This design comes from an exercise in tuning for small area on the open sky130 flow, not from production work.
The RTL was checked by simulation tests, not by an equivalence proof against the original design.
Power figures rest on the tool's default switching activity, not on a simulated workload.

===== design/flow/design.v =====
module chunk_fifo #(
   parameter int DEPTH = 8,
   parameter int DW    = 256
) (
   input  logic          clk,
   input  logic          reset,
   input  logic          bus_val,
   input  logic          bus_sop,
   input  logic          bus_eop,
   input  logic [5:0]    bus_vbc,
   input  logic [DW-1:0] bus_data,
   output logic          bus_ready,
   output logic          bus_o_val,
   output logic          bus_o_sop,
   output logic          bus_o_eop,
   output logic [5:0]    bus_o_vbc,
   output logic [DW-1:0] bus_o_data,
   input  logic          bus_o_ready,
   output logic          idle,
   output logic          err,
   output logic [15:0]   pkt_cnt
);
   localparam int AW = $clog2(DEPTH);
   localparam logic [AW:0] FULL_CNT = DEPTH;
   localparam logic S_IDLE   = 1'b0;
   localparam logic S_IN_PKT = 1'b1;
   typedef struct packed {
      logic          sop;
      logic          eop;
      logic [5:0]    vbc;
      logic [DW-1:0] data;
   } entry_t;
   localparam int EW = DW + 8;
   logic [EW-1:0] mem_q [DEPTH];
   entry_t        head;
   entry_t        wr_entry;
   logic [AW-1:0] wr_ptr_q, wr_ptr_d;
   logic [AW-1:0] rd_ptr_q, rd_ptr_d;
   logic [AW:0]   count_q, count_d;
   logic          state_q, state_d;
   logic          err_q, err_d;
   logic [15:0]   pkt_cnt_q, pkt_cnt_d;
   logic          ready, not_empty;
   logic          accept, bad_vbc, bad_frame, push, pop;
   assign ready     = (count_q < FULL_CNT);
   assign not_empty = (count_q != '0);
   assign head      = mem_q[rd_ptr_q];
   assign bus_ready  = ready;
   assign bus_o_val  = not_empty;
   assign bus_o_sop  = head.sop & not_empty;
   assign bus_o_eop  = head.eop & not_empty;
   assign bus_o_vbc  = head.vbc & {6{not_empty}};
   assign bus_o_data = head.data & {DW{not_empty}};
   assign idle    = ~not_empty & (state_q == S_IDLE);
   assign err     = err_q;
   assign pkt_cnt = pkt_cnt_q;
   always_comb begin
      accept    = bus_val & ready;
      bad_vbc   = (bus_vbc == 6'd0) | (bus_vbc > 6'd32) | ((bus_vbc < 6'd32) & ~bus_eop);
      bad_frame = (state_q == S_IDLE) ? ~bus_sop : bus_sop;
      push      = accept & ~bad_vbc & ~bad_frame;
      pop       = not_empty & bus_o_ready;
      wr_entry.sop  = bus_sop;
      wr_entry.eop  = bus_eop;
      wr_entry.vbc  = bus_vbc;
      wr_entry.data = bus_data;
   end
   always_comb begin
      state_d = state_q;
      err_d   = 1'b0;
      if (accept) begin
         if (bad_vbc | bad_frame) begin
            state_d = S_IDLE;
            err_d   = 1'b1;
         end else begin
            state_d = bus_eop ? S_IDLE : S_IN_PKT;
         end
      end
   end
   always_comb begin
      wr_ptr_d  = wr_ptr_q + AW'(push);
      rd_ptr_d  = rd_ptr_q + AW'(pop);
      count_d   = count_q + (AW+1)'(push) - (AW+1)'(pop);
      pkt_cnt_d = pkt_cnt_q;
      if (pop && head.eop && (pkt_cnt_q != 16'hFFFF)) begin
         pkt_cnt_d = pkt_cnt_q + 16'd1;
      end
   end
   always_ff @(posedge clk) begin
      if (reset) begin
         wr_ptr_q  <= '0;
         rd_ptr_q  <= '0;
         count_q   <= '0;
         state_q   <= S_IDLE;
         err_q     <= 1'b0;
         pkt_cnt_q <= '0;
      end else begin
         wr_ptr_q  <= wr_ptr_d;
         rd_ptr_q  <= rd_ptr_d;
         count_q   <= count_d;
         state_q   <= state_d;
         err_q     <= err_d;
         pkt_cnt_q <= pkt_cnt_d;
      end
   end
   always_ff @(posedge clk) begin
      if (push && !reset) begin
         mem_q[wr_ptr_q] <= wr_entry;
      end
   end
endmodule

===== design/flow/run.sh =====
#!/bin/bash
# synth_recipe.tcl (not shown) runs the flow's synth.tcl, then flattens the netlist and writes it again
# the make line also repeats each setting of config.mk as NAME=value (left out here)
make -C /OpenROAD-flow-scripts/flow DESIGN_CONFIG=/design/flow/config.mk WORK_HOME=/design/flow/orfs CLKGATE_MAP_FILE= SYNTH_SCRIPT=/design/flow/synth_recipe.tcl finish

===== design/flow/config.mk =====
export PLATFORM = sky130hd
export DESIGN_NAME = chunk_fifo
export DESIGN_NICKNAME = chunk_fifo
export VERILOG_FILES = /design/flow/design.v
export SDC_FILE = /design/flow/constraint.sdc
export NUM_CORES = 4
export LEC_CHECK = 0
export CAP_MARGIN = 20
export CORE_MARGIN = 2
export CORE_UTILIZATION = 40
export SLEW_MARGIN = 20

===== design/flow/constraint.sdc =====
create_clock -name core_clock -period 5.0 [get_ports {clk}]
set_input_delay 1.0000 -clock core_clock [delete_from_list [all_inputs] [get_ports {clk}]]
set_output_delay 1.0000 -clock core_clock [all_outputs]
set_load 0.01 [all_outputs]

==> results of run 1 <==
[cell usage in the layout (no fill, tap or decap), types with 49 or more instances in the layout]
master              n
buf_12             93
buf_4              69
clkbuf_1           52
clkbuf_16         213
clkdlybuf4s50_1   551
clkinv_1           49
edfxtp_1         2112
mux2i_1           266
mux4_2            526
nor2_1            281
[metrics by stage]
stage | utilization (%) | cell area (um^2) | TNS (ns)
detailed placement | 45.4 | 91800 | 0
global route | 48.7 | 98500 | 0
CTS | 48.7 | 98400 | 0
finish | 48.7 | 98500 | 0
global placement | 45.4 | 91800 | 0
floorplan | - | 81300 | -5247.29
[critical path, delay by kind of cell, from the launching register on]
| family | cells | cell delay, ns |
|---|---|---|
| multiplexers | 2 | 0.81 |
| AND/OR/NAND/NOR | 1 | 0.10 |
| flip-flops | 1 | 0.75 |
| buffers and inverters | 3 | 1.20 |
[timing repair]
item / CTS / global route
setup buffers: 0 / 1
hold buffers: 0 / 0
endpoints found under the setup margin: 0 / 3
[area by class of cell]
| cell class | count | area (um^2) | share of cell area (%) |
|---|---|---|---|
| inverters | 10 | 37.5 | 0.0381 |
| clock buffers | 267 | 5550 | 5.64 |
| multi-input cells | 1196 | 16500 | 16.8 |
| flip-flops and latches | 2140 | 64000 | 65.0 |
| diodes | 14 | 35.0 | 0.0356 |
| repair buffers | 713 | 7900 | 8.02 |
| well taps | 2672 | 3340 | 3.39 |
| clock inverters | 118 | 1120 | 1.14 |
[cells in the mapped netlist (2+ instances only)]
master,number
buf_2,69
mux4_2,526
edfxtp_1,2112
ha_1,10
nor2_1,287
xnor2_1,4
o21ai_0,3
o31ai_1,9
nand4b_1,2
clkbuf_1,89
nand2b_1,2
nor3_1,4
inv_1,10
nand4_1,5
mux2_2,2
or4_1,9
nor2b_1,10
nor4_1,2
mux2i_1,266
buf_1,22
o41ai_1,2
nand2_1,10
a21oi_1,14
buf_4,5
or3_1,2
dfxtp_1,28
nand3_1,7
and3_1,2
[power groups by stage]
stage | Clock (mW) | Combinational (mW) | Sequential [mW]
5_1_grt | 16.4 | 12.9 | 19.9
4_1_cts | 15.7 | 12.3 | 19.9
3_3_place_gp | 0 | 12.3 | 20.3
6_report | 15.4 | 12.0 | 19.9
3_5_place_dp | 0 | 12.3 | 20.3
2_1_floorplan | 0 | 6.62 | 20.2
[per-layer routing]
layer | wire, um | track usage [%]
met2 | 97000 | 30.5
met1 | 78800 | 24.6
met5 | 172 | 0
met4 | 4910 | 6.04
met3 | 11100 | 3.89
[registers in the layout, summed over array words and instances (netlist names)]
name	cells
wr_ptr_q	3
pkt_cnt_q	16
state_q	1
err_q	1
rd_ptr_q	3
mem_q	2112
count_q	4
[cells by family (layout without fill, tap and decap cells)]
logic type	count (synthesis)	after routing	synth area share (%)
mux	795	795	17.9
compound gates	35	35	0.294
buf+inv	195	1108	1.03
flops	2140	2140	78.7
simple gates	350	350	1.80
xor+xnor	5	5	0.0539
fa+ha+maj	11	11	0.179
other cells	0	14	0
[worst paths after layout]
path | end | cells past startpoint | slack [ns]
worst max register to register | count_q[2]$_SDFF_PP0_ | 12 | 1.76
worst max-delay path | bus_o_data[12] | 6 | 0.29
worst min-delay path | pkt_cnt_q[9]$_SDFFE_PP0P_ | 2 | 0.52
worst min register to register | pkt_cnt_q[9]$_SDFFE_PP0P_ | 2 | 0.52
==> summary.md, run 1 <==
| Metric | Value |
|---|---|
| Startpoint type of the worst setup path | `register` |
| Wire per inst | `26.9 um` |
| Worst hold-check path type | `register to register` |
| CTS resizes | `0` |
| Port-buffer cells | `551` |
| Antenna violation net count after detailed routing | `0` |
| Antenna violations before repair | `34` |
| Final weighted congestion of routability-driven global placement | `roughly 0.76` |
| Max-cap check violation count | `0` |
| Final setup violation count | `0` |
| Pre-CTS setup slack | `0.314 ns` |
| Total number of H-tree levels | `4` |
| Crit path largest cell delay | `around 0.75 ns` |
| Drt total wl | `192000 um` |
| DR iter-0 viols | `3245` |
| Pin count of the biggest net entering global routing | `104` |
| Critical Path End Type | `output port` |
| Chip width | `455 um` |
| Syn Inst Count | `3531` |
| Power per cell area | `480 mW/mm^2` |
| Result of the run | `timing/DRC/antenna clean` |
| Cell repeated most along the worst path | `buf_4` |
| Post-synth top flop | `edfxtp_1` |
| Number of enable-type register cells in the synthesized netlist | `2112` |
| Switching Fraction | `26.9%` |
| Area leader, netlist | `edfxtp_1` |
| Start of the worst register-to-register path | `count_q[3]$_SDFF_PP0_` |
| VDD IR-drop max | `~0.00033 V` |
| Crit Path Class | `register to output port` |
| Core region area | `0.202 mm^2` |
| Average vias per placed instance | `5.32` |
| Clock network fraction of design power | `32.5%` |
| Required time worst endpoint | `about 4.0 ns` |
| Share of flip-flops with an asynchronous set or reset | `0%` |
| Number of remaining DRC errors | `0` |
| Register bit total from synthesis | `2140` |
| Sw power | `~13 mW` |
| Total global-route track usage | `a little under a fifth` |
| Number of ports placed on the die boundary | `552` |
| Top achievable clock speed | `212 MHz` |
| Final layout net count | `4551` |
| Start point of the worst min-delay path | `pkt_cnt_q[9]$_SDFFE_PP0P_` |
| Worst hold margin | `0.517 ns` |
| Initial Utilization | `40.2%` |
| Worst Max-Slew Pin Slew | `0.732 ns` |
| Final critical path time including I/O delays and setup | `~4.7 ns` |
| # clock sinks | `between 2000 and 2500` |
| Synthesized area | `about 0.081 mm^2` |
| Signal arrival time at the worst endpoint | `3.71 ns` |
| Number of buffers created by CTS | `approximately 210` |
| Placed cell count | `6730` |
| Final slew viol count | `0` |
| Cell Chain, Critical Path | `buf_4, buf_4, mux4_2, mux2i_1, nor2_1, clkdlybuf4s50_1` |
| Proportion of power drawn by combinational gates | `between 20% and 30%` |
| Total internal power | `34.6 mW` |
| Clock tree from TritonCTS | `done` |
| Distinct cell type count after synthesis | `46` |
| Lkg Pwr | `29.8 nW` |
| DPL Wire Length | `122000 um` |
| Sequential fraction of the synthesis area | `78.7%` |
| Die H | `around 450 um` |
| Non-filler cells, final | `between 7000 and 8000` |
| Critical path peak fanout | `16` |
| Die Area | `a little over 0.2 mm^2` |
| Root buffer cell | `clkbuf_16` |
| Unrepaired setup endpoints after global routing | `false` |
| Growth of design area from synthesis to finish | `21.2%` |
| Worst clock skew on the final layout | `0.0457 ns` |
| First-pass GRT wire length | `around 280000 um` |
| First element of the critical path | `rd_ptr_q[0]$_SDFF_PP0_` |
| Warnings from Yosys | `1` |
| Post-layout power | `47.3 mW` |
| Clock insertion delay at the later pin of the skew report | `around 0.86 ns` |
| Average footprint of a synthesized cell | `23.0 um^2` |
| Fraction of post-synthesis cell area in the top cell type by area | `78.0%` |
| TritonRoute pass-1 iters | `7` |
| Via Count | `37900` |
| Layout fillers | `16300` |
| Fraction of final layout cells sized beyond drive strength 1 | `22.3%` |
| Number of placement rows | `165` |
| Clock Pin Slew Worst Setup and Hold Paths | `0.06 ns` |
| Relative slew margins | `around half` |
| Final period utilization | `94.1%` |
| Vias in the first global route | `39700` |
| Top cells by area in the synthesized netlist | `edfxtp_1, mux4_2, mux2i_1, nor2_1, dfxtp_1` |
| Crit-path slowest cell | `dfxtp_4` |
| Seq pwr share | `a little over two fifths` |
| Gr ovfl total | `0` |
| Final hold violation count | `0` |
| Synthesized net count | `3810` |
| Worst setup margin | `0.293 ns` |
| Buffer depth of the longest clock path | `3` |
==> run 2, diff against run 1 <==
==> design/flow/design.v (replaced) <==
module chunk_fifo #(
   parameter int DEPTH = 8,
   parameter int DW    = 256
) (
   input  logic          clk,
   input  logic          reset,
   input  logic          bus_val,
   input  logic          bus_sop,
   input  logic          bus_eop,
   input  logic [5:0]    bus_vbc,
   input  logic [DW-1:0] bus_data,
   output logic          bus_ready,
   output logic          bus_o_val,
   output logic          bus_o_sop,
   output logic          bus_o_eop,
   output logic [5:0]    bus_o_vbc,
   output logic [DW-1:0] bus_o_data,
   input  logic          bus_o_ready,
   output logic          idle,
   output logic          err,
   output logic [15:0]   pkt_cnt
);
   localparam int EW = DW + 8;       
   localparam int RD = DEPTH - 1;    
   logic [EW-1:0] head_q;            
   logic [EW-1:0] ram_q [RD];        
   logic [RD-1:0] wr_oh_q, rd_oh_q;  
   logic [3:0]    count_q;           
   logic          state_q;           
   logic          err_q;
   logic [15:0]   pkt_cnt_q;
   logic [EW-1:0] wr_entry;
   logic          empty, full, ram_empty;
   logic          accept, bad, push, pop;
   logic          ram_wr, ram_rd, ld_in, hold;
   logic [RD-1:0] we, keep, rsel;
   assign wr_entry  = {bus_sop, bus_eop, bus_vbc, bus_data};
   assign empty     = (count_q == 4'd0);
   assign full      = count_q[3];
   assign ram_empty = (count_q[3:1] == 3'd0);
   assign bus_ready = ~full;
   assign bus_o_val = ~empty;
   assign {bus_o_sop, bus_o_eop, bus_o_vbc, bus_o_data} = head_q;
   assign idle      = empty & ~state_q;
   assign err       = err_q;
   assign pkt_cnt   = pkt_cnt_q;
   assign accept = bus_val & ~full;
   assign bad    = (bus_vbc == 6'd0) | (bus_vbc > 6'd32) | ((bus_vbc < 6'd32) & ~bus_eop) |
                   (state_q ? bus_sop : ~bus_sop);
   assign push   = accept & ~bad;
   assign pop    = ~empty & bus_o_ready;
   assign ld_in  = ~reset & push & (empty | (pop & ram_empty));
   assign ram_wr = ~reset & push & ~empty & ~(pop & ram_empty);
   assign ram_rd = ~reset & pop & ~ram_empty;
   assign hold   = ~reset & ~empty & ~bus_o_ready;
   assign we   = wr_oh_q & {RD{ram_wr}};
   assign keep = ~we;
   assign rsel = rd_oh_q & {RD{ram_rd}};
   always_ff @(posedge clk) begin
      if (reset) begin
         wr_oh_q   <= RD'(1);
         rd_oh_q   <= RD'(1);
         count_q   <= '0;
         state_q   <= 1'b0;
         err_q     <= 1'b0;
         pkt_cnt_q <= '0;
      end else begin
         if (ram_wr) wr_oh_q <= {wr_oh_q[RD-2:0], wr_oh_q[RD-1]};
         if (ram_rd) rd_oh_q <= {rd_oh_q[RD-2:0], rd_oh_q[RD-1]};
         count_q <= count_q + 4'(push) - 4'(pop);
         if (accept) state_q <= ~bad & ~bus_eop;
         err_q <= accept & bad;
         if (pop && head_q[EW-2] && (pkt_cnt_q != 16'hFFFF)) pkt_cnt_q <= pkt_cnt_q + 16'd1;
      end
   end
   for (genvar i = 0; i < RD; i++) begin : g_ent
      logic [EW-1:0] nxt;
      for (genvar b = 0; b < EW; b++) begin : g_b
         cf_sel2 u_w (.a(ram_q[i][b]), .sa(keep[i]), .b(wr_entry[b]), .sb(we[i]), .y(nxt[b]));
      end
      always_ff @(posedge clk) ram_q[i] <= nxt;
   end
   logic [EW-1:0] head_d;
   for (genvar b = 0; b < EW; b++) begin : g_hd
      logic [2:0] t_n;
      cf_aoi222 u_t0 (.a(head_q[b]),   .sa(hold),    .b(wr_entry[b]), .sb(ld_in),
                      .c(ram_q[0][b]), .sc(rsel[0]), .y_n(t_n[0]));
      cf_aoi222 u_t1 (.a(ram_q[1][b]), .sa(rsel[1]), .b(ram_q[2][b]), .sb(rsel[2]),
                      .c(ram_q[3][b]), .sc(rsel[3]), .y_n(t_n[1]));
      cf_aoi222 u_t2 (.a(ram_q[4][b]), .sa(rsel[4]), .b(ram_q[5][b]), .sb(rsel[5]),
                      .c(ram_q[6][b]), .sc(rsel[6]), .y_n(t_n[2]));
      assign head_d[b] = ~&t_n;
   end
   always_ff @(posedge clk) head_q <= head_d;
endmodule
module cf_sel2 (
   input  logic a, sa, b, sb,
   output logic y
);
   assign y = (a & sa) | (b & sb);
endmodule
module cf_aoi222 (
   input  logic a, sa, b, sb, c, sc,
   output logic y_n
);
   assign y_n = ~((a & sa) | (b & sb) | (c & sc));
endmodule
--- a/design/flow/config.mk
+++ b/design/flow/config.mk
@@ -11 +11,2 @@
 export SLEW_MARGIN = 20
+export SYNTH_HIERARCHICAL = 1
==> run 2 against run 1 <==
Compared with the run above:
- first-iteration DRC count rose to 2.6 times the previous value
- sequential power shrank 4%
- total power fell by 17%
- flip-flop and latch count is 8 higher
- non-clock buffer count grew 24
- critical path depth stayed put
- fmax is 16% higher
- combinational power down 71%
- utilization increased by 2.2 points
- routed wire length increased by 30%
- setup slack better by 0.65 ns
- die area is 14% lower
- critical path type unchanged
- largest power group unchanged
==> summary.md, run 2 <==
| Metric | Value |
|---|---|
| Crit Path Class | `register to output port` |
| Critical Path End Type | `output port` |
| Number of ports placed on the die boundary | `552` |
| CTS resizes | `0` |
| Synthesized area | `0.0697 mm^2` |
| Total global-route track usage | `26.8%` |
| Number of enable-type register cells in the synthesized netlist | `0` |
| Distinct cell type count after synthesis | `41` |
| Clock Pin Slew Worst Setup and Hold Paths | `0.06 ns` |
| Register bit total from synthesis | `2148` |
| # clock sinks | `2148` |
| DR iter-0 viols | `roughly 8300` |
| Worst hold margin | `0.481 ns` |
| Grt met1 use | `a little over a third` |
| Number of buffers created by CTS | `212` |
| Average footprint of a synthesized cell | `13.3 um^2` |
| Final critical path time including I/O delays and setup | `slightly above 4 ns` |
| Required time worst endpoint | `4.00 ns` |
| Final layout net count | `6454` |
| Critical path peak fanout | `8` |
| Initial Utilization | `40.2%` |
| Pin count of the biggest net entering global routing | `~140` |
| Growth of design area from synthesis to finish | `26.8%` |
| First-pass GRT wire length | `376000 um` |
| Clock insertion delay at the later pin of the skew report | `0.86 ns` |
| Met2 Usage GRT | `42.8%` |
| Worst setup slack for register-to-register paths | `~1.4 ns` |
| Warnings from Yosys | `9` |
| Relative slew margins | `31.9%` |
| Sequential fraction of the synthesis area | `61.7%` |
| Final hold violation count | `0` |
| Worst Max-Slew Pin Slew | `1.02 ns` |
| Synthesized net count | `5512` |
| Top post-synthesis cells by count | `dfxtp_1, a22o_1, a222oi_1, nand3_1, a21oi_1` |
| Most used cells in the layout excluding fill and tap cells | `dfxtp_1, a22o_1, a222oi_1` |
| Buffer depth of the longest clock path | `3` |
| Antenna violations before repair | `21` |
| Vias in the first global route | `between 50000 and 60000` |
| Final setup violation count | `0` |
| Root buffer cell | `clkbuf_16` |
| DPL Wire Length | `~140000 um` |
| Startpoint type of the worst setup path | `register` |
| Average vias per placed instance | `6.70` |
| Number of flip-flops in the largest register | `1848` |
| Fraction of post-synthesis cell area in the top cell type by area | `61.7%` |
| Share of flip-flops with an asynchronous set or reset | `0%` |
| Number of remaining DRC errors | `0` |
| Worst hold-check path type | `register to register` |
| Die Area | `0.177 mm^2` |
| Largest registers in the final layout | `ram_q: 1848 flops, head_q: 264 flops, pkt_cnt_q: 16 flops` |
| Signal arrival time at the worst endpoint | `3.06 ns` |
| Final slew viol count | `0` |
| Post-synth top flop | `dfxtp_1` |
| Total number of H-tree levels | `4` |
| Top cells by area in the synthesized netlist | `dfxtp_1, a22o_1, a222oi_1, nand3_1, and2_1` |
| Via Count | `58200` |
| Port-buffer cells | `551` |
| Drt total wl | `roughly 250000 um` |
| Number of placement rows | `153` |
| Final weighted congestion of routability-driven global placement | `~0.8` |
| Die H | `421 um` |
| Setup Total Neg Slack | `0 ns` |
| Result of the run | `timing/DRC/antenna clean` |
| Register name with the most flops | `ram_q` |
| Fraction of final layout cells sized beyond drive strength 1 | `under 10%` |
| Antenna violation net count after detailed routing | `0` |
| Post-CTS setup-driven buffer insertion count | `0` |
| Fraction of met3 tracks used by global routing | `4.33%` |
| Wire per inst | `roughly 29 um` |
| Worst clock skew on the final layout | `0.0480 ns` |
| TritonRoute pass-1 iters | `13` |
| Syn Inst Count | `5236` |
| Final period utilization | `roughly 81%` |
| Power per cell area | `446 mW/mm^2` |
| Unrepaired setup endpoints after global routing | `false` |
| Chip width | `421 um` |
| Lkg Pwr | `about 33 nW` |
| Top achievable clock speed | `246 MHz` |
| VDD IR-drop max | `0.000401 V` |
| Core region area | `0.173 mm^2` |
| Area leader, netlist | `dfxtp_1` |
| Clock tree from TritonCTS | `done` |
| Total of hold buffers inserted after clock tree synthesis | `0` |
| Gr ovfl total | `0` |
| Most common library cell in the layout ignoring fill and taps | `dfxtp_1` |
| Max-cap check violation count | `0` |
| Global routing's busiest layer | `met2` |
| Leading cell type by number of instances after synthesis | `dfxtp_1` |
-- run 2: changes by cell type in the layout (fill, tap and decap cells not counted), sizes merged, moves of 40 or more --
| cell | previous run | this run |
|---|---|---|
| a222oi | 0 | 792 |
| a22o | 0 | 1848 |
| clkbuf | 267 | 317 |
| clkinv | 80 | 40 |
| dfxtp | 28 | 2148 |
| edfxtp | 2112 | 0 |
| mux2i | 266 | 9 |
| mux4 | 526 | 0 |
| nand3 | 8 | 269 |
| nor2 | 287 | 15 |
-- run 2: per-stage QoR --
step / utilization, % / total power [mW] / setup WS, ns / instance area [um^2] / instances
2_1_floorplan: - / 21.1 / -1.76 / 69700 / 5236
3_3_place_gp: 46.6 / 22.9 / 0.569 / 80900 / 8289
3_5_place_dp: 46.6 / 23.0 / 0.513 / 80900 / 8289
4_1_cts: 50.9 / 39.6 / 0.840 / 88300 / 8677
5_1_grt: 50.9 / 40.7 / 0.749 / 88300 / 8690
6_report: 50.9 / 39.4 / 0.943 / 88300 / 8690
-- run 2: where the power goes --
part	internal, mW	total [mW]	switching (mW)
Combinational	1.83	3.51	1.68
Sequential	18.4	19.2	0.799
Clock	9.84	16.7	6.87
Total	30.1	39.4	9.35
-- run 2: cells by family (layout without fill, tap and decap cells) --
group | count (synthesis) | in the layout | synth area share, %
adder cells (fa/ha/maj) | 8 | 8 | 0.154
AO/OA/AOI/OAI | 2682 | 2682 | 35.0
multiplexers | 13 | 13 | 0.194
XOR/XNOR | 3 | 3 | 0.0377
buffers and inverters | 19 | 1135 | 0.113
other | 0 | 13 | 0
flip-flops | 2148 | 2148 | 61.7
AND/OR/NAND/NOR | 363 | 363 | 2.74
-- run 2: final cells by class --
class / count / area [um^2]
repair buffers: 737 / 8280
inverters: 10 / 37.5
clock buffers: 317 / 6340
diodes: 13 / 32.5
multi-input cells: 3069 / 26700
fillers: 15100 / 85100
clock inverters: 71 / 1040
well taps: 2325 / 2910
flip-flops and latches: 2148 / 43000
-- run 2: routing by layer --
layer	routed length [um]	vias to the layer above	part of all wire [%]
li1	-	25200	-
met1	105000	29700	42
met2	116000	2872	46
met3	19300	456	7.7
met4	9350	16	3.7
met5	101	-	0.040
-- run 2: path summary, 6_finish.rpt --
path,from,end,depth (start not counted)
setup reg to reg,count_q[3]$_SDFF_PP0_,head_q[61]$_DFF_P_,10
hold reg to reg,ram_q[2][252]$_DFF_P_,head_q[252]$_DFF_P_,2
setup / recovery,count_q[3]$_SDFF_PP0_,idle,6
hold / removal,ram_q[2][252]$_DFF_P_,head_q[252]$_DFF_P_,2
-- run 2: Yosys stat by module (local to each module, per instance) --
module      cell area [um^2]  copies in the design
cf_aoi222               10.0                   792
cf_sel2                 8.76                  1848
chunk_fifo             45500                     1
-- run 2: worst max-delay path: stages, from the launching register on --
cell             delay (ns)
dfxtp_1                0.33
inv_1                  0.08
ha_1                   0.14
nor3b_1                0.45
clkinv_1               0.43
nor2_1                 0.18
clkdlybuf4s50_1        0.60
==> run 3, diff against run 2 <==
--- a/design/flow/design.v
+++ b/design/flow/design.v
@@ -22,3 +22,3 @@
 );
-   localparam int EW = DW + 8;       
+   localparam int EW = DW + 7;       
    localparam int RD = DEPTH - 1;    
@@ -36,3 +36,3 @@
    logic [RD-1:0] we, keep, rsel;
-   assign wr_entry  = {bus_sop, bus_eop, bus_vbc, bus_data};
+   assign wr_entry  = {bus_sop, bus_eop, bus_vbc[4:0], bus_data};
    assign empty     = (count_q == 4'd0);
@@ -42,3 +42,4 @@
    assign bus_o_val = ~empty;
-   assign {bus_o_sop, bus_o_eop, bus_o_vbc, bus_o_data} = head_q;
+   assign {bus_o_sop, bus_o_eop, bus_o_vbc[4:0], bus_o_data} = head_q;
+   assign bus_o_vbc[5] = ~empty & (head_q[DW +: 5] == 5'd0);
    assign idle      = empty & ~state_q;
==> design/flow/flow/run.sh (new file) <==
#!/bin/bash
# Own layout flow: the standard ORFS flow (standard.sh, unchanged synthesis), with
#  - port buffers of the smallest buffer cell (buf_1) instead of the resizer's default pick,
#  - a clock tree of clkbuf_8 leaf clusters (<= 20 sinks, <= 60 um) without dummy loads.
# Every tool's output goes to flow_standard.log in the work folder; ORFS's per-step logs stay
# under orfs/logs/.
set -euo pipefail
export BUFFER_PORTS_ARGS="-buffer_cell sky130_fd_sc_hd__buf_1"
export CTS_ARGS="-sink_clustering_enable -repair_clock_nets -buf_list sky130_fd_sc_hd__clkbuf_8 -sink_clustering_size 20 -sink_clustering_max_diameter 60 -dont_use_dummy_load"
bash standard.sh > flow_standard.log 2>&1
==> design/flow/standard.sh (new file) <==
#!/bin/bash
# synth_recipe.tcl (not shown) runs the flow's synth.tcl, then flattens the netlist and writes it again
# the make line also repeats each setting of config.mk as NAME=value (left out here)
make -C /OpenROAD-flow-scripts/flow DESIGN_CONFIG=/design/flow/config.mk WORK_HOME=/design/flow/orfs CLKGATE_MAP_FILE= SYNTH_SCRIPT=/design/flow/synth_recipe.tcl "${@:-finish}"
removed: design/flow/run.sh
==> run 3 against run 2 <==
Compared with the run above:
- largest power group unchanged
- via count fell by 0.40%
- register-to-register slack got worse by 0.11 ns
- hold slack lost 0.11 ns
- synthesized cell count about the same
- still clean
- flip-flop and latch count fell by 8
- utilization down 5.2 points
==> summary.md, run 3 <==
| Metric | Value |
|---|---|
| Final hold violation count | `0` |
| Area leader, netlist | `dfxtp_1` |
| Fraction of met3 tracks used by global routing | `4.23%` |
| Post-layout power | `30.1 mW` |
| Wire per inst | `29.4 um` |
| Final layout net count | `6399` |
| Critical path peak fanout | `33` |
| Post-CTS setup-driven buffer insertion count | `0` |
| Met2 Usage GRT | `41.9%` |
| DR iter-0 viols | `8427` |
| Clock insertion delay at the later pin of the skew report | `0.97 ns` |
| DPL Wire Length | `141000 um` |
| Signal arrival time at the worst endpoint | `4.55 ns` |
| TritonRoute pass-1 iters | `13` |
| Clock Pin Slew Worst Setup and Hold Paths | `0.12 ns` |
| Result of the run | `timing/DRC/antenna clean` |
| Vias in the first global route | `around 58000` |
| Warnings from Yosys | `9` |
| Root buffer cell | `clkbuf_8` |
| Top cells by area in the synthesized netlist | `dfxtp_1, a22o_1, a222oi_1, nand3_1, mux2i_1` |
| Syn Inst Count | `5238` |
| Lkg Pwr | `29.3 nW` |
| Buffer depth of the longest clock path | `3` |
| Max-cap check violation count | `0` |
| Drt total wl | `approximately 250000 um` |
| Number of enable-type register cells in the synthesized netlist | `0` |
| Crit Path Class | `register to register` |
| Core region area | `0.173 mm^2` |
| Via Count | `58000` |
| Startpoint type of the worst setup path | `register` |
| Final weighted congestion of routability-driven global placement | `0.805` |
| Post-synth top flop | `dfxtp_1` |
| Power per cell area | `380 mW/mm^2` |
| Worst Max-Slew Pin Slew | `1.27 ns` |
| Register name with the most flops | `ram_q` |
| Fraction of final layout cells sized beyond drive strength 1 | `6.19%` |
| Number of ports placed on the die boundary | `552` |
| # clock sinks | `2140` |
| Initial Utilization | `40.2%` |
| Top achievable clock speed | `268 MHz` |
| Fraction of post-synthesis cell area in the top cell type by area | `61.6%` |
| Growth of design area from synthesis to finish | `14.0%` |
| Most common library cell in the layout ignoring fill and taps | `dfxtp_1` |
| Global routing's busiest layer | `met2` |
| Sequential fraction of the synthesis area | `61.6%` |
| Number of buffers created by CTS | `150` |
| Placed cell count | `approximately 8300` |
| Worst hold margin | `0.370 ns` |
| Total of hold buffers inserted after clock tree synthesis | `0` |
| Average vias per placed instance | `6.84` |
| Final slew viol count | `0` |
| Relative slew margins | `approximately 16%` |
| Port-buffer cells | `551` |
| Grt met1 use | `around 36%` |
| Layout fillers | `16000` |
| Clock tree from TritonCTS | `done` |
| Largest registers in the final layout | `ram_q: 1841 flops, head_q: 263 flops, pkt_cnt_q: 16 flops` |
| First-pass GRT wire length | `around 370000 um` |
| Worst setup margin | `1.27 ns` |
| Leading cell type by number of instances after synthesis | `dfxtp_1` |
| Average footprint of a synthesized cell | `13.3 um^2` |
| Register bit total from synthesis | `2140` |
| Distinct cell type count after synthesis | `49` |
| Die Area | `around 0.18 mm^2` |
| Required time worst endpoint | `5.82 ns` |
| Worst clock skew on the final layout | `0.130 ns` |
| Final critical path time including I/O delays and setup | `between 3 and 4 ns` |
| Antenna violation net count after detailed routing | `0` |
| Final period utilization | `roughly 75%` |
| Most used cells in the layout excluding fill and tap cells | `dfxtp_1, a22o_1, a222oi_1` |
| Worst hold-check path type | `register to register` |
| Number of flip-flops in the largest register | `1841` |
| Total global-route track usage | `approximately a quarter` |
| Die H | `roughly 420 um` |
| Area of the multi-input gates | `0.0268 mm^2` |
| Number of remaining DRC errors | `0` |
| Number of placement rows | `153` |
| Footprint of the flip-flops and latches | `between 0.04 and 0.05 mm^2` |
| Synthesized net count | `5514` |
| Non-filler cells, final | `8477` |
| Top post-synthesis cells by count | `dfxtp_1, a22o_1, a222oi_1, nand3_1, nor2_1` |
| Pre-CTS setup slack | `approximately 1.1 ns` |
| Share of flip-flops with an asynchronous set or reset | `0%` |
| Antenna violations before repair | `46` |
| Chip width | `421 um` |
| Synthesized area | `roughly 0.070 mm^2` |
| Gr ovfl total | `0` |
| Unrepaired setup endpoints after global routing | `false` |
| Critical Path End Type | `register` |
| VDD IR-drop max | `0.000245 V` |
| Final setup violation count | `0` |
| Pin count of the biggest net entering global routing | `between 100 and 150` |
| Total number of H-tree levels | `4` |
| Setup Total Neg Slack | `0 ns` |
| CTS resizes | `0` |
## run 3: cell count changes after synthesis, moves of 4 or more
cell      previous run  this run
dfxtp_1           2148      2140
a22o_1            1848      1841
nor2_1              15        22
a21oi_1             18        12
or4_1               10         5
and4_1               6         2
nand2_1             15        19
nand2b_1             4         8
nor2b_1              7        11
o31ai_1             11         7
or3_1                6         2
## run 3: worst max-delay path, cell delays in order (launching register included)
cell and delay, ns:
dfxtp_1 0.35, inv_1 0.11, ha_1 0.19, or3b_1 0.49, nand3_2 0.39, nor2_1 0.50, and2_4 0.67, buf_4 0.57
a222oi_1 0.21, nand3_1 0.13
## run 3: cell families after synthesis
| group | synth area share [%] |
|---|---|
| AO/OA/AOI/OAI | 34.9 |
| XOR/XNOR | 0.0378 |
| adder cells (fa/ha/maj) | 0.155 |
| buffers and inverters | 0.101 |
| flip-flops | 61.6 |
| multiplexers | 0.308 |
| AND/OR/NAND/NOR | 2.89 |
## run 3: final timing paths
path / from / endpoint / slack [ns] / cells after the start
worst max-delay path: count_q[3]$_SDFF_PP0_ / head_q[181]$_DFF_P_ / 1.27 / 9
worst max register to register: count_q[3]$_SDFF_PP0_ / head_q[181]$_DFF_P_ / 1.27 / 9
worst min register to register: ram_q[2][36]$_DFF_P_ / head_q[36]$_DFF_P_ / 0.37 / 2
worst min-delay path: ram_q[2][36]$_DFF_P_ / head_q[36]$_DFF_P_ / 0.37 / 2
## run 3: layer usage
| metal | share of wire (%) | vias up |
|---|---|---|
| met5 | 0.035 | - |
| met4 | 4.2 | 16 |
| met3 | 7.9 | 476 |
| met2 | 46 | 2890 |
| met1 | 42 | 29700 |
| li1 | - | 24900 |
## run 3: per-stage QoR
stage | instance area, um^2 | util [%]
after CTS | 79200 | 45.7
after detailed placement | 77200 | 44.5
after global routing | 79300 | 45.8
after floorplan | 69600 | -
after global placement | 77200 | 44.5
final | 79300 | 45.8
## run 3: area by class of cell
cell class / instances / area share [%]
inverters: 9 / 0.0426
repair buffers: 741 / 5.80
well taps: 2325 / 3.67
flip-flops and latches: 2140 / 54.0
multi-input cells: 3081 / 33.8
clock buffers: 150 / 2.60
diodes: 31 / 0.0978
## run 3: power by group
part | leakage [nW] | internal (mW) | switching (mW)
logic | 10.9 | 1.36 | 1.69
registers | 17.3 | 18.3 | 0.762
clock network | 1.08 | 2.70 | 5.32
## run 3: per-module statistics from Yosys (local to each module, per instance)
module | copies in the design | flip-flops and latches
cf_aoi222 | 789 | 0
cf_sel2 | 1841 | 0
chunk_fifo | 1 | 2140
==> run 4, diff against run 3 <==
==> design/flow/flow/run.sh (replaced) <==
#!/bin/bash
# Own layout flow: the standard ORFS flow (standard.sh, unchanged synthesis), with
#  - port buffers of the smallest buffer cell (buf_1) instead of the resizer's default pick,
#  - a clock tree of clkbuf_8 leaf clusters (<= 18 sinks, <= 55 um) without dummy loads.
# Every tool's output goes to flow_standard.log in the work folder; ORFS's per-step logs stay
# under orfs/logs/.
set -euo pipefail
export BUFFER_PORTS_ARGS="-buffer_cell sky130_fd_sc_hd__buf_1"
export CTS_ARGS="-sink_clustering_enable -repair_clock_nets -buf_list sky130_fd_sc_hd__clkbuf_8 -sink_clustering_size 18 -sink_clustering_max_diameter 55 -dont_use_dummy_load"
bash standard.sh > flow_standard.log 2>&1
--- a/design/flow/config.mk
+++ b/design/flow/config.mk
@@ -9,3 +9,3 @@
 export CORE_MARGIN = 2
-export CORE_UTILIZATION = 40
+export CORE_UTILIZATION = 70
 export SLEW_MARGIN = 20
==> run 4 against run 3 <==
Compared with the run above:
- still clean
- hold slack better by 0.11 ns
- utilization is 33 points higher
- clock power is 3.6% lower
- clock skew is 0.070 ns lower
- combinational power is 3% higher
- die area is 43% lower
- flip-flop and latch count stayed put
- clock-buffer cell count is 5 lower
- global-route usage is 16 points higher
- critical path type unchanged
- critical endpoint is now head_q[98]$_DFF_P_
- largest cell class unchanged
==> summary.md, run 4 <==
| Metric | Value |
|---|---|
| Result of the run | `timing/DRC/antenna clean` |
| Synthesized area | `0.0696 mm^2` |
| Top post-synthesis cells by count | `dfxtp_1, a22o_1, a222oi_1, nand3_1, nor2_1` |
| Sequential fraction of the synthesis area | `between 60% and 70%` |
| Clock insertion delay at the later pin of the skew report | `0.88 ns` |
| R2R depth | `9` |
| Crit-path slowest cell | `and2_4` |
| Leading cell type by number of instances after synthesis | `dfxtp_1` |
| DR iter-0 viols | `11400` |
| Switching Fraction | `between 20 and 30%` |
| Area leader, netlist | `dfxtp_1` |
| Number of ports placed on the die boundary | `~550` |
| Worst hold margin | `0.477 ns` |
| Number of buffers created by CTS | `roughly 150` |
| Final period utilization | `73.5%` |
| Largest registers in the final layout | `ram_q: 1841 flops, head_q: 263 flops, pkt_cnt_q: 16 flops` |
| Antenna violation net count after detailed routing | `0` |
| Hold worst-path end | `head_q[172]$_DFF_P_` |
| Setup Total Neg Slack | `0 ns` |
| Final weighted congestion of routability-driven global placement | `0.860` |
| Unrepaired setup endpoints after global routing | `false` |
| CTS resizes | `0` |
| Relative slew margins | `4.36%` |
| Worst hold path cell count | `2` |
| Wire per inst | `30.9 um` |
| Clock network fraction of design power | `25.8%` |
| Start point of the worst min-delay path | `ram_q[2][172]$_DFF_P_` |
| Worst clock skew on the final layout | `0.0602 ns` |
| Growth of design area from synthesis to finish | `11.4%` |
| Gr ovfl total | `0` |
| Register bit total from synthesis | `approximately 2100` |
| Critical Path End Type | `register` |
| Post-synth top flop | `dfxtp_1` |
| Warnings from Yosys | `9` |
| Total of hold buffers inserted after clock tree synthesis | `0` |
| Number of enable-type register cells in the synthesized netlist | `0` |
| Port-buffer cells | `around 550` |
| Final slew viol count | `0` |
| Antenna violations before repair | `65` |
| Number of flip-flops in the largest register | `1841` |
| # clock sinks | `2140` |
| Drt total wl | `229000 um` |
| Power per cell area | `about 390 mW/mm^2` |
| Total number of H-tree levels | `4` |
| Area after detailed placement | `0.0754 mm^2` |
| Max-cap check violation count | `0` |
| Fraction of post-synthesis cell area in the top cell type by area | `61.6%` |
| Clock tree from TritonCTS | `done` |
| Via Count | `59200` |
| Total internal power | `22.3 mW` |
| Buffer depth of the longest clock path | `3` |
| Most used cells in the layout excluding fill and tap cells | `dfxtp_1, a22o_1, a222oi_1` |
| Cell area after layout | `slightly below 0.08 mm^2` |
| Layout fillers | `6406` |
| Seq pwr share | `about 64%` |
| Vias in the first global route | `58200` |
| Core region area | `0.0984 mm^2` |
| Post-CTS setup-driven buffer insertion count | `0` |
| Register name with the most flops | `ram_q` |
| Total global-route track usage | `42.8%` |
| Crit path largest cell delay | `0.66 ns` |
| Top achievable clock speed | `272 MHz` |
| Area of the multi-input gates | `0.0268 mm^2` |
| Average footprint of a synthesized cell | `~13 um^2` |
| Root buffer cell | `clkbuf_8` |
| Die H | `319 um` |
| TritonRoute pass-1 iters | `14` |
| Fraction of final layout cells sized beyond drive strength 1 | `5.20%` |
| First-pass GRT wire length | `345000 um` |
| Capture point of the worst reg-to-reg path | `head_q[98]$_DFF_P_` |
| Lkg Pwr | `around 29 nW` |
| Final critical path time including I/O delays and setup | `3.68 ns` |
| Critical path peak fanout | `35` |
| Final layout net count | `roughly 6300` |
| Worst Max-Slew Pin Slew | `1.43 ns` |
| Startpoint type of the worst setup path | `register` |
| Signal arrival time at the worst endpoint | `4.48 ns` |
| Worst setup slack for register-to-register paths | `1.32 ns` |
| Initial Utilization | `between 70% and 80%` |
| Most common library cell in the layout ignoring fill and taps | `dfxtp_1` |
| Number of placement rows | `between 100 and 150` |
| Final setup violation count | `0` |
| Required time worst endpoint | `5.80 ns` |
| Start of the worst register-to-register path | `count_q[3]$_SDFF_PP0_` |
| Clock Pin Slew Worst Setup and Hold Paths | `around 0.1 ns` |
| DPL Wire Length | `roughly 120000 um` |
| Pin count of the biggest net entering global routing | `160` |
| Proportion of power drawn by combinational gates | `10.5%` |
| Sw power | `7.63 mW` |
| Distinct cell type count after synthesis | `49` |
| Average vias per placed instance | `about 8.0` |
| Syn Inst Count | `5238` |
| Worst hold-check path type | `register to register` |
| Synthesized net count | `5514` |
| VDD IR-drop max | `0.000297 V` |
| Cell Chain, Critical Path | `inv_1, ha_1, or3b_1, nand3_2, nor2_1, and2_4, buf_4, a222oi_1, nand3_1` |
| Crit Path Class | `register to register` |
| Chip width | `319 um` |
| Share of flip-flops with an asynchronous set or reset | `0%` |
| Number of remaining DRC errors | `0` |
| Die Area | `approximately 0.10 mm^2` |
| Top cells by area in the synthesized netlist | `dfxtp_1, a22o_1, a222oi_1, nand3_1, mux2i_1` |
| Footprint of the flip-flops and latches | `0.0428 mm^2` |
| Final hold violation count | `0` |
run 4: cell counts after synthesis:
No cell type changed its count.
run 4: per-stage QoR:
stage / setup slack (ns) / instances / power [mW] / util, %
floorplan: -1.64 / 5238 / 21.1 / -
global placement: 1.29 / 7199 / 22.3 / 76.6
detailed placement: 1.20 / 7199 / 22.4 / 76.6
CTS: 1.42 / 7344 / 29.8 / 78.6
global route: 1.19 / 7387 / 30.8 / 78.7
finish: 1.32 / 7389 / 29.9 / 78.7
run 4: layer usage:
layer	track usage, %	vias to the layer above	share of wire [%]
met5	0	-	0.11
met4	23.4	42	4.8
met3	10.9	684	14
met2	64.1	4730	44
met1	56.8	29000	37
li1	-	24800	-
run 4: how the worst max path moves through the flow:
| stage | to | slack (ns) | start | cells after the start |
|---|---|---|---|---|
| 2_1_floorplan | head_q[0]$_DFF_P_ | -1.64 | reset | 5 |
| 3_3_place_gp | ram_q[2][29]$_DFF_P_ | 1.29 | bus_eop | 8 |
| 3_5_place_dp | ram_q[2][184]$_DFF_P_ | 1.20 | bus_vbc[0] | 8 |
| 4_1_cts | idle | 1.42 | count_q[3]$_SDFF_PP0_ | 5 |
| 5_1_grt | head_q[152]$_DFF_P_ | 1.19 | count_q[3]$_SDFF_PP0_ | 9 |
| 6_report | head_q[98]$_DFF_P_ | 1.32 | count_q[3]$_SDFF_PP0_ | 9 |
run 4: worst max-delay path: cells and delay by family (launching register included):
kind | cells | cell delay (ns)
buffers and inverters | 2 | 0.67
DFF | 1 | 0.37
and+or+nand+nor | 5 | 2.19
adders and majority gates | 1 | 0.19
AOI/OAI and AO/OA | 1 | 0.19
run 4: cells by family after synthesis:
logic type	count (synthesis)	share of synthesized area (%)
AO/OA/AOI/OAI	2668	34.9
multiplexers	20	0.308
adder cells (fa/ha/maj)	8	0.155
buffers and inverters	17	0.101
AND/OR/NAND/NOR	382	2.89
XOR/XNOR	3	0.0378
flip-flops	2140	61.6
run 4: final cells by class:
type	instances	area share [%]
flip-flops and latches	2140	55.3
inverters	9	0.0436
diodes	45	0.145
clock buffers	145	2.57
repair buffers	682	5.34
well taps	1287	2.08
multi-input cells	3081	34.5
run 4: modules after synthesis (local to each module, per instance):
module / flip-flops and latches / cells
cf_sel2: 0 / 1
chunk_fifo: 2140 / 2608
cf_aoi222: 0 / 1
run 4: power by group through the flow:
stage | registers, mW | clock network (mW) | logic (mW)
5_1_grt | 19.2 | 8.35 | 3.31
4_1_cts | 19.0 | 7.73 | 3.05
6_report | 19.1 | 7.73 | 3.14
3_5_place_dp | 19.4 | 0 | 3.04
2_1_floorplan | 19.3 | 0 | 1.77
3_3_place_gp | 19.3 | 0 | 2.94
==> run 5, diff against run 4 <==
--- a/design/flow/config.mk
+++ b/design/flow/config.mk
@@ -9,3 +9,3 @@
 export CORE_MARGIN = 2
-export CORE_UTILIZATION = 70
+export CORE_UTILIZATION = 80
 export SLEW_MARGIN = 20
==> run 5 against run 4 <==
Compared with the run above:
- still clean on timing, DRC and antenna
- sequential power hardly changed
- design area is 0.50% lower
- utilization is 10 points higher
- global-route usage is 6.7 points higher
- critical path depth stayed put
- routed wire length is 2.7% higher
- first-iteration DRC count is 29% higher
- non-clock buffer count is 12 lower
==> summary.md, run 5 <==
| Metric | Value |
|---|---|
| DR iter-0 viols | `14600` |
| Share of flip-flops with an asynchronous set or reset | `0%` |
| Synthesized area | `0.0696 mm^2` |
| Average footprint of a synthesized cell | `approximately 13 um^2` |
| Most used cells in the layout excluding fill and tap cells | `dfxtp_1, a22o_1, a222oi_1` |
| Distinct cell type count after synthesis | `49` |
| Core region area | `0.0865 mm^2` |
| Syn Inst Count | `5238` |
| Number of enable-type register cells in the synthesized netlist | `0` |
| Worst clock skew on the final layout | `0.0488 ns` |
| Antenna violation net count after detailed routing | `0` |
| Required time worst endpoint | `5.84 ns` |
| VDD IR-drop max | `0.000384 V` |
| Met2 WL post-DR | `around 100000 um` |
| Non-filler cells, final | `7254` |
| TritonRoute pass-1 iters | `15` |
| Unrepaired setup endpoints after global routing | `false` |
| Root buffer cell | `clkbuf_8` |
| Port-buffer cells | `about 550` |
| Drt total wl | `between 200000 and 250000 um` |
| Post-synth top flop | `dfxtp_1` |
| Chip width | `~300 um` |
| Met1 Routed Length | `around 80000 um` |
| Final setup violation count | `0` |
| Critical path peak fanout | `55` |
| R2R depth | `9` |
| Final layout net count | `between 6000 and 7000` |
| Warnings from Yosys | `9` |
| Pin count of the biggest net entering global routing | `152` |
| Leading cell type by number of instances after synthesis | `dfxtp_1` |
| Worst hold path cell count | `3` |
| Vias in the first global route | `61300` |
| First-pass GRT wire length | `352000 um` |
| CTS resizes | `0` |
| # clock sinks | `roughly 2100` |
| Cell Chain, Critical Path | `inv_1, ha_1, or3b_1, nand3_2, nor2_1, and2_4, buf_12, a222oi_1, nand3_1` |
| Worst Max-Slew Pin Slew | `1.09 ns` |
| Startpoint type of the worst setup path | `register` |
| Crit-path slowest cell | `and2_4` |
| Lkg Pwr | `28.8 nW` |
| Result of the run | `timing/DRC/antenna clean` |
| Synthesized net count | `5514` |
| Signal arrival time at the worst endpoint | `4.64 ns` |
| Register bit total from synthesis | `approximately 2100` |
| Crit Path Class | `register to register` |
| Register name with the most flops | `ram_q` |
| Number of buffers created by CTS | `between 100 and 150` |
| Most common library cell in the layout ignoring fill and taps | `dfxtp_1` |
| Worst hold-check path type | `primary input to register` |
| Pre-CTS setup slack | `about 0.86 ns` |
| Final hold violation count | `0` |
| Worst Path Buf+Inv | `2` |
| Wire per inst | `32.4 um` |
| Clock Pin Slew Worst Setup and Hold Paths | `0.10 ns` |
| Max-cap check violation count | `0` |
| Number of ports placed on the die boundary | `552` |
| Crit path largest cell delay | `0.80 ns` |
| Post-CTS setup-driven buffer insertion count | `0` |
| Final period utilization | `around three quarters` |
| Clock tree from TritonCTS | `done` |
| Total of hold buffers inserted after clock tree synthesis | `0` |
| Die H | `299 um` |
| Number of placement rows | `approximately 110` |
| Relative slew margins | `around 27%` |
| Initial Utilization | `about four fifths` |
| DPL Wire Length | `roughly 120000 um` |
| Buffer depth of the longest clock path | `3` |
| Final slew viol count | `0` |
| Top sig layer | `met5` |
| Area leader, netlist | `dfxtp_1` |
| Final weighted congestion of routability-driven global placement | `0.881` |
| Top post-synthesis cells by count | `dfxtp_1, a22o_1, a222oi_1, nand3_1, nor2_1` |
| WP depth | `9` |
| Total global-route track usage | `49.5%` |
| Top cells by area in the synthesized netlist | `dfxtp_1, a22o_1, a222oi_1, nand3_1, mux2i_1` |
| Total number of H-tree levels | `4` |
| Number of remaining DRC errors | `0` |
| Worst setup margin | `1.20 ns` |
| Met3 routed WL | `36700 um` |
| Delay-heaviest family, CP | `simple AND/OR/NAND/NOR gates` |
| Number of flip-flops in the largest register | `1841` |
| Clock insertion delay at the later pin of the skew report | `0.91 ns` |
| Average vias per placed instance | `8.49` |
| Die Area | `about 0.089 mm^2` |
| Gr ovfl total | `0` |
| Largest registers in the final layout | `ram_q: 1841 flops, head_q: 263 flops, pkt_cnt_q: 16 flops` |
| Top achievable clock speed | `263 MHz` |
| Critical Path End Type | `register` |
| Final critical path time including I/O delays and setup | `3.80 ns` |
| Sequential fraction of the synthesis area | `61.6%` |
| Via Count | `61600` |
| Fraction of post-synthesis cell area in the top cell type by area | `61.6%` |
| Growth of design area from synthesis to finish | `10.9%` |
| Placed cell count | `between 7000 and 8000` |
| Final Core Density | `approximately 89%` |
| Power per cell area | `just under 400 mW/mm^2` |
| Antenna violations before repair | `68` |
| Fraction of final layout cells sized beyond drive strength 1 | `roughly 4.9%` |
run 5: cell counts after synthesis:
No cell type changed its count.
run 5: area by class of cell:
type / count / area, um^2
sequential: 2140 / 42800
clock buffer: 141 / 1940
inverter: 9 / 33.8
fill: 3925 / 9370
antenna: 58 / 145
multi-input combinational: 3081 / 26800
tap: 1155 / 1450
timing repair buffer: 670 / 3940
run 5: logic make-up after synthesis:
group / after synthesis / synth area share (%)
compound gates: 2668 / 34.9
buf+inv: 17 / 0.101
fa+ha+maj: 8 / 0.155
simple gates: 382 / 2.89
mux: 20 / 0.308
xor+xnor: 3 / 0.0378
flops: 2140 / 61.6
run 5: worst paths after layout:
check	endpoint	slack, ns	start
worst max-delay path	head_q[218]$_DFF_P_	1.20	count_q[3]$_SDFF_PP0_
worst min-delay path	err_q$_SDFF_PP0_	0.45	bus_val
worst max register to register	head_q[218]$_DFF_P_	1.20	count_q[3]$_SDFF_PP0_
worst min register to register	head_q[199]$_DFF_P_	0.49	ram_q[2][199]$_DFF_P_
run 5: per-module statistics from Yosys, one instance, submodules excluded:
module | flip-flops and latches | cell area, um^2 | times used | cells inside
cf_aoi222 | 0 | 10.0 | 789 | 1
cf_sel2 | 0 | 8.76 | 1841 | 1
chunk_fifo | 2140 | 45500 | 1 | 2608
run 5: per-stage QoR:
stage	setup TNS (ns)	area [um^2]	hold WS (ns)	total power, mW
3_5_place_dp	0	75000	0.470	22.5
5_1_grt	0	77100	0.472	30.7
3_3_place_gp	0	75000	0.465	22.2
6_report	0	77100	0.447	30.0
2_1_floorplan	-2816.76	69600	0.449	21.1
4_1_cts	0	77000	0.428	29.7
run 5: where the power goes:
part	leakage [nW]	switching [mW]	internal, mW	total (mW)
Clock	1.01	5.11	2.55	7.66
Combinational	10.5	1.83	1.37	3.20
Sequential	17.3	0.786	18.3	19.1
Total	28.8	7.73	22.2	30.0
run 5: worst reg2reg max path: stages, from the launching register on:
cell      delay (ns)
dfxtp_1         0.36
inv_1           0.10
ha_1            0.19
or3b_1          0.54
nand3_2         0.38
nor2_1          0.51
and2_4          0.80
buf_12          0.39
a222oi_1        0.30
nand3_1         0.21
run 5: routing by layer:
metal  vias to the layer above  global-route usage, %
met5                         -                      0
met4                        32                   33.2
met3                      1132                   13.8
met2                      6106                   74.5
met1                     29500                   62.6
li1                      24800                      -

static timing again, ports no longer ideal:
Ports are ideal in the flow. The routed layouts listed here were re-timed in OpenROAD. Step 1: set_driving_cell puts a clkbuf_16 on clk and a buf_2 on each other input, an assumption about the parent block. Step 2 moves the port delays by t, midway between the first and last clock arrival at a register: inputs arrive t later, outputs are due t later. That takes back most of the time a late clock gives input paths. Slacks: ideal ports / drivers / drivers and shift; pairs: ideal ports / drivers.
run	shift t [ns]	slack for setup (ns)	worst setup path after step 2	worst slew at a driven data input, ns
run 1	0.920	0.293 / 0.204 / 0.289	input to register	0.18
run 2	0.922	0.943 / 0.860 / 0.414	input to register	0.14
run 3	0.984	1.269 / 1.269 / 1.078	input to register	0.17
run 4	0.924	1.324 / 1.324 / 0.994	input to register	0.19
run 5	0.958	1.202 / 1.202 / 0.640	input to register	0.17
After both steps every run listed still meets setup and hold. The setup slack of run 5, which loses most, moves by 0.000 ns with the drivers and by -0.562 ns with both steps.
